Source: an optimization exercise on an open RTL-to-GDS flow (aim: a short achievable clock period and few clock cycles). Production flows keep margins and buffers that such runs may drop. The RTL was checked by simulation tests, not by an equivalence proof against the original design. Power and IR drop assume default switching activity.

==> flow/design.v <==
module mem_io_responder #(
  parameter int          Nloc      = 64,
  parameter int          Dbits     = 32,
  parameter logic [31:0] DMEM_BASE = 32'h1001_0000,
  parameter logic [31:0] IO_BASE   = 32'h1003_0000
) (
  input  logic              clk,
  input  logic              reset,
  input  logic [31:0]       mem_addr,
  input  logic              mem_rd,
  input  logic              mem_wr,
  input  logic [Dbits-1:0]  mem_writedata,
  output logic [Dbits-1:0]  mem_readdata,
  output logic              cpu_enable,
  output logic [15:0]       led
);
  localparam int AW = $clog2(Nloc);
  logic        wait_q;           
  logic [15:0] led_q;
  logic [31:0] cycle_q, cycle_inc;
  logic        err_q;
  logic [Nloc-1:0][Dbits-1:0] ram_q;
  logic [Dbits-1:0]           rdata_q, rdata_d, io_rd, wb_rd;
  logic             wb_vld_q;
  logic [Nloc-1:0]  wb_we_q;
  logic [AW-1:0]    wb_idx_q;
  logic [Dbits-1:0] wb_data_q;
  logic             fwd;
  logic          dmem_hit;
  logic          io_led, io_cyc, io_stat, io_hit;
  logic [AW-1:0] ram_idx;
  always_comb begin
    io_hit   = io_led | io_cyc | io_stat;
    ram_idx  = mem_addr[AW+1:2];
  end
  mio_hit   #(.BASE(DMEM_BASE[31:16])) u_hit (.addr(mem_addr), .hit(dmem_hit));
  mio_iodec #(.BASE(IO_BASE[31:16])) u_io (.addr(mem_addr), .led(io_led), .cyc(io_cyc),
                                           .stat(io_stat));
  logic done, st_req, ld_req, ram_st;
  always_comb begin
    done   = !mem_rd || wait_q;
    st_req = done && mem_wr;
    ld_req = done && mem_rd && !mem_wr;
    ram_st = st_req && dmem_hit && !reset;
  end
  localparam int NG = 4;
  localparam int GW = Dbits / NG;
  logic [NG-1:0][Nloc-1:0] rsel;
  logic [Nloc-1:0]         wen;
  for (genvar g = 0; g < NG; g++) begin : g_rdec
    mio_dec #(.G(g)) u_dec (.idx(ram_idx), .en(dmem_hit), .mask(wb_we_q), .sel(rsel[g]));
  end
  mio_dec #(.G(NG)) u_wdec (.idx(ram_idx), .en(ram_st), .mask('0), .sel(wen));
  for (genvar b = 0; b < Dbits; b++) begin : g_bit
    logic [31:0] t1;
    logic [7:0]  t2;
    logic [3:0]  t3;
    for (genvar k = 0; k < 32; k++) begin : g_l1
      mio_aoi22 u (.a(ram_q[2*k][b]), .b(rsel[b / GW][2*k]), .c(ram_q[2*k+1][b]), .d(rsel[b / GW][2*k+1]),
                   .y(t1[k]));
    end
    for (genvar m = 0; m < 8; m++) begin : g_l2
      mio_nand4 u (.a(t1[4*m]), .b(t1[4*m+1]), .c(t1[4*m+2]), .d(t1[4*m+3]), .y(t2[m]));
    end
    for (genvar n = 0; n < 2; n++) begin : g_l3
      mio_nor2 u (.a(t2[2*n]), .b(t2[2*n+1]), .y(t3[n]));
    end
    mio_nor3 u_l3io (.a(t2[4]), .b(t2[5]), .c(io_rd[b]), .y(t3[2]));
    mio_nor3 u_l3wb (.a(t2[6]), .b(t2[7]), .c(wb_rd[b]), .y(t3[3]));
    mio_nand4 u_l4 (.a(t3[0]), .b(t3[1]), .c(t3[2]), .d(t3[3]), .y(rdata_d[b]));
  end
  assign cycle_inc = cycle_q + 32'd1;
  always_comb begin
    fwd   = dmem_hit && wb_vld_q && (wb_idx_q == ram_idx);
    wb_rd = wb_data_q & {Dbits{fwd}};
    io_rd = '0;
    if (io_led)  io_rd = Dbits'(led_q);
    if (io_cyc)  io_rd = Dbits'(cycle_inc);
    if (io_stat) io_rd = Dbits'(err_q);
  end
  assign cpu_enable   = done;
  assign mem_readdata = rdata_q;
  assign led          = led_q;
  always_ff @(posedge clk) begin
    rdata_q   <= rdata_d;
    wb_idx_q  <= ram_idx;
    wb_data_q <= mem_writedata;
    wb_vld_q  <= ram_st;
    wb_we_q   <= wen;
    if (reset) begin
      wait_q  <= 1'b0;
      led_q   <= 16'd0;
      cycle_q <= 32'd0;
      err_q   <= 1'b0;
    end else begin
      wait_q  <= mem_rd && !wait_q;
      cycle_q <= cycle_inc;
      if (st_req) begin
        if (dmem_hit) begin
        end else if (io_led) begin
          led_q <= mem_writedata[15:0];
        end else if (io_cyc) begin
          cycle_q <= 32'(mem_writedata);
        end else if (io_stat) begin
          if (mem_writedata[0]) err_q <= 1'b0;
        end else begin
          err_q <= 1'b1;
        end
      end else if (ld_req) begin
        if (!dmem_hit && !io_hit) err_q <= 1'b1;
      end
    end
  end
  always_ff @(posedge clk) begin
    for (int i = 0; i < Nloc; i++)
      if (wb_we_q[i]) ram_q[i] <= wb_data_q;
  end
endmodule
module mio_hit #(
  parameter logic [15:0] BASE = 16'h1001
) (
  input  logic [31:0] addr,
  output logic        hit
);
  logic [6:0] t;
  logic [1:0] u;
  mio_eq4 #(.V(BASE[15:12])) u_e0 (.x(addr[31:28]), .y(t[0]));
  mio_eq4 #(.V(BASE[11:8]))  u_e1 (.x(addr[27:24]), .y(t[1]));
  mio_eq4 #(.V(BASE[7:4]))   u_e2 (.x(addr[23:20]), .y(t[2]));
  mio_eq4 #(.V(BASE[3:0]))   u_e3 (.x(addr[19:16]), .y(t[3]));
  mio_eq4 #(.V(4'h0))        u_e4 (.x(addr[15:12]), .y(t[4]));
  mio_eq4 #(.V(4'h0))        u_e5 (.x(addr[11:8]),  .y(t[5]));
  mio_nor2                   u_e6 (.a(addr[1]), .b(addr[0]), .y(t[6]));
  mio_and4 u_a0 (.a(t[0]), .b(t[1]), .c(t[2]), .d(t[3]), .y(u[0]));
  mio_and3 u_a1 (.a(t[4]), .b(t[5]), .c(t[6]), .y(u[1]));
  mio_and2 u_a2 (.a(u[0]), .b(u[1]), .y(hit));
endmodule
module mio_iodec #(
  parameter logic [15:0] BASE = 16'h1003
) (
  input  logic [31:0] addr,
  output logic        led,
  output logic        cyc,
  output logic        stat
);
  logic [7:0] t;
  logic [1:0] u;
  logic [3:0] off;
  mio_eq4 #(.V(BASE[15:12])) u_e0 (.x(addr[31:28]), .y(t[0]));
  mio_eq4 #(.V(BASE[11:8]))  u_e1 (.x(addr[27:24]), .y(t[1]));
  mio_eq4 #(.V(BASE[7:4]))   u_e2 (.x(addr[23:20]), .y(t[2]));
  mio_eq4 #(.V(BASE[3:0]))   u_e3 (.x(addr[19:16]), .y(t[3]));
  mio_eq4 #(.V(4'h0))        u_e4 (.x(addr[15:12]), .y(t[4]));
  mio_eq4 #(.V(4'h0))        u_e5 (.x(addr[11:8]),  .y(t[5]));
  mio_eq4 #(.V(4'h0))        u_e6 (.x(addr[7:4]),   .y(t[6]));
  mio_nor2                   u_e7 (.a(addr[1]), .b(addr[0]), .y(t[7]));
  mio_and4 u_a0 (.a(t[0]), .b(t[1]), .c(t[2]), .d(t[3]), .y(u[0]));
  mio_and4 u_a1 (.a(t[4]), .b(t[5]), .c(t[6]), .d(t[7]), .y(u[1]));
  mio_pdec u_off (.a(addr[2]), .b(addr[3]), .y(off));
  mio_and3 u_led  (.a(u[0]), .b(u[1]), .c(off[0]), .y(led));
  mio_and3 u_cyc  (.a(u[0]), .b(u[1]), .c(off[1]), .y(cyc));
  mio_and3 u_stat (.a(u[0]), .b(u[1]), .c(off[2]), .y(stat));
endmodule
module mio_eq4 #(
  parameter logic [3:0] V = 4'h0
) (
  input  logic [3:0] x,
  output logic       y
);
  assign y = (x == V);
endmodule
module mio_and4 (input logic a, b, c, d, output logic y);
  assign y = a & b & c & d;
endmodule
module mio_and3 (input logic a, b, c, output logic y);
  assign y = a & b & c;
endmodule
module mio_dec #(
  parameter int G = 0
) (
  input  logic [5:0]  idx,
  input  logic        en,
  input  logic [63:0] mask,
  output logic [63:0] sel
);
  logic [3:0] pd0, pd1, pd2, pd2e;
  mio_pdec u_pd0 (.a(idx[0]), .b(idx[1]), .y(pd0));
  mio_pdec u_pd1 (.a(idx[2]), .b(idx[3]), .y(pd1));
  mio_pdec u_pd2 (.a(idx[4]), .b(idx[5]), .y(pd2));
  for (genvar j = 0; j < 4; j++) begin : g_en
    mio_and2 u (.a(pd2[j]), .b(en), .y(pd2e[j]));
  end
  for (genvar i = 0; i < 64; i++) begin : g_sel
    mio_and3m u (.a(pd0[i % 4]), .b(pd1[(i / 4) % 4]), .c(pd2e[i / 16]), .m(mask[i]),
                 .y(sel[i]));
  end
endmodule
module mio_pdec (input logic a, b, output logic [3:0] y);
  assign y[0] = ~a & ~b;
  assign y[1] =  a & ~b;
  assign y[2] = ~a &  b;
  assign y[3] =  a &  b;
endmodule
module mio_and2 (input logic a, b, output logic y);
  assign y = a & b;
endmodule
module mio_and3m (input logic a, b, c, m, output logic y);
  assign y = a & b & c & ~m;
endmodule
module mio_aoi22 (input logic a, b, c, d, output logic y);
  assign y = ~((a & b) | (c & d));
endmodule
module mio_nand4 (input logic a, b, c, d, output logic y);
  assign y = ~(a & b & c & d);
endmodule
module mio_nor2 (input logic a, b, output logic y);
  assign y = ~(a | b);
endmodule
module mio_nor3 (input logic a, b, c, output logic y);
  assign y = ~(a | b | c);
endmodule
clock: 5.5 ns
lec_check: 0
abc_clock_period_in_ps: 2000
cap_margin: 20
core_margin: 2
core_utilization: 65
place_density: 0.75
setup_slack_margin: 3.1
slew_margin: 20
synth_hierarchical: 1
synth_minimum_keep_size: 0
tns_end_percent: 100
run.sh (not shown) runs the stock make flow with config.mk's settings and CLKGATE_MAP_FILE= SYNTH_SCRIPT=/design/flow/synth_recipe.tcl, a recipe that flattens the netlist after the stock synthesis.
The baseline went through all stages and came out clean.
Testbench counts at the start, summed over its fixed seeds: cycles 32,650.
Rerun with:
CORE_UTILIZATION = 50   (was 65)
PLACE_DENSITY = default   (was 0.75)
SETUP_SLACK_MARGIN = 2.9   (was 3.1)
=> Clock power went up by about 8%. Worst hold slack got worse by 38 ps. Sequential cell count stays the same. Design area goes up by 0.75%. Cell count grows by 8.0%. Setup slack loses 12 ps. Sequential share of layout area is lower by 0.47 points. Via count falls by 3.0%. Total power climbs by 3.2%. Clock skew hardly moves.
Rerun with:
CORE_UTILIZATION = 65   (was 50)
PLACE_DENSITY = 0.75   (was default)
What happened: The new run completed with no timing, DRC or antenna violations; cell area is lower by 1.5%; hold slack improved by 9.8 ps; power decreases by 1.2%; via count rises by 1.5%; synthesized area does not change; die area decreases by 23%; routed wire length falls by 7.5%; clock-buffer cell count does not change; maximum frequency came out higher by 2.4%; global-route usage increases by 5.5 points.

re-timing with driven ports:
How much do the figures lean on ideal ports? The routed layouts below were timed once more, with nothing changed but the port constraints. Step 1 (the two cells are an assumption about what drives the block):
set clk [get_ports {clk}]
set_driving_cell -lib_cell sky130_fd_sc_hd__clkbuf_16 $clk
set_driving_cell -lib_cell sky130_fd_sc_hd__buf_2 [delete_from_list [all_inputs] $clk]
Step 2 moves the port delays by t, midway between the first and last clock arrival at a register: inputs arrive t later, outputs are due t later. That takes back most of the time a late clock gives input paths. Three values: ideal, step 1, step 2; two values: the first two.
run	shift t [ns]	slack for setup (ns)	clock arrival spread, ns	worst slew at a driven data input, ns
the first run	0.906	2.728 / 2.778 / 1.872	0.027 / 0.028	0.06
the second run	0.909	2.716 / 2.768 / 1.858	0.037 / 0.037	0.06
the third run	0.892	2.781 / 2.823 / 1.931	0.036 / 0.036	0.06
After both steps setup and hold are still met in every run listed. For the second run, which loses most, drivers alone change the setup slack by +0.052 ns; drivers and shift together by -0.858 ns.
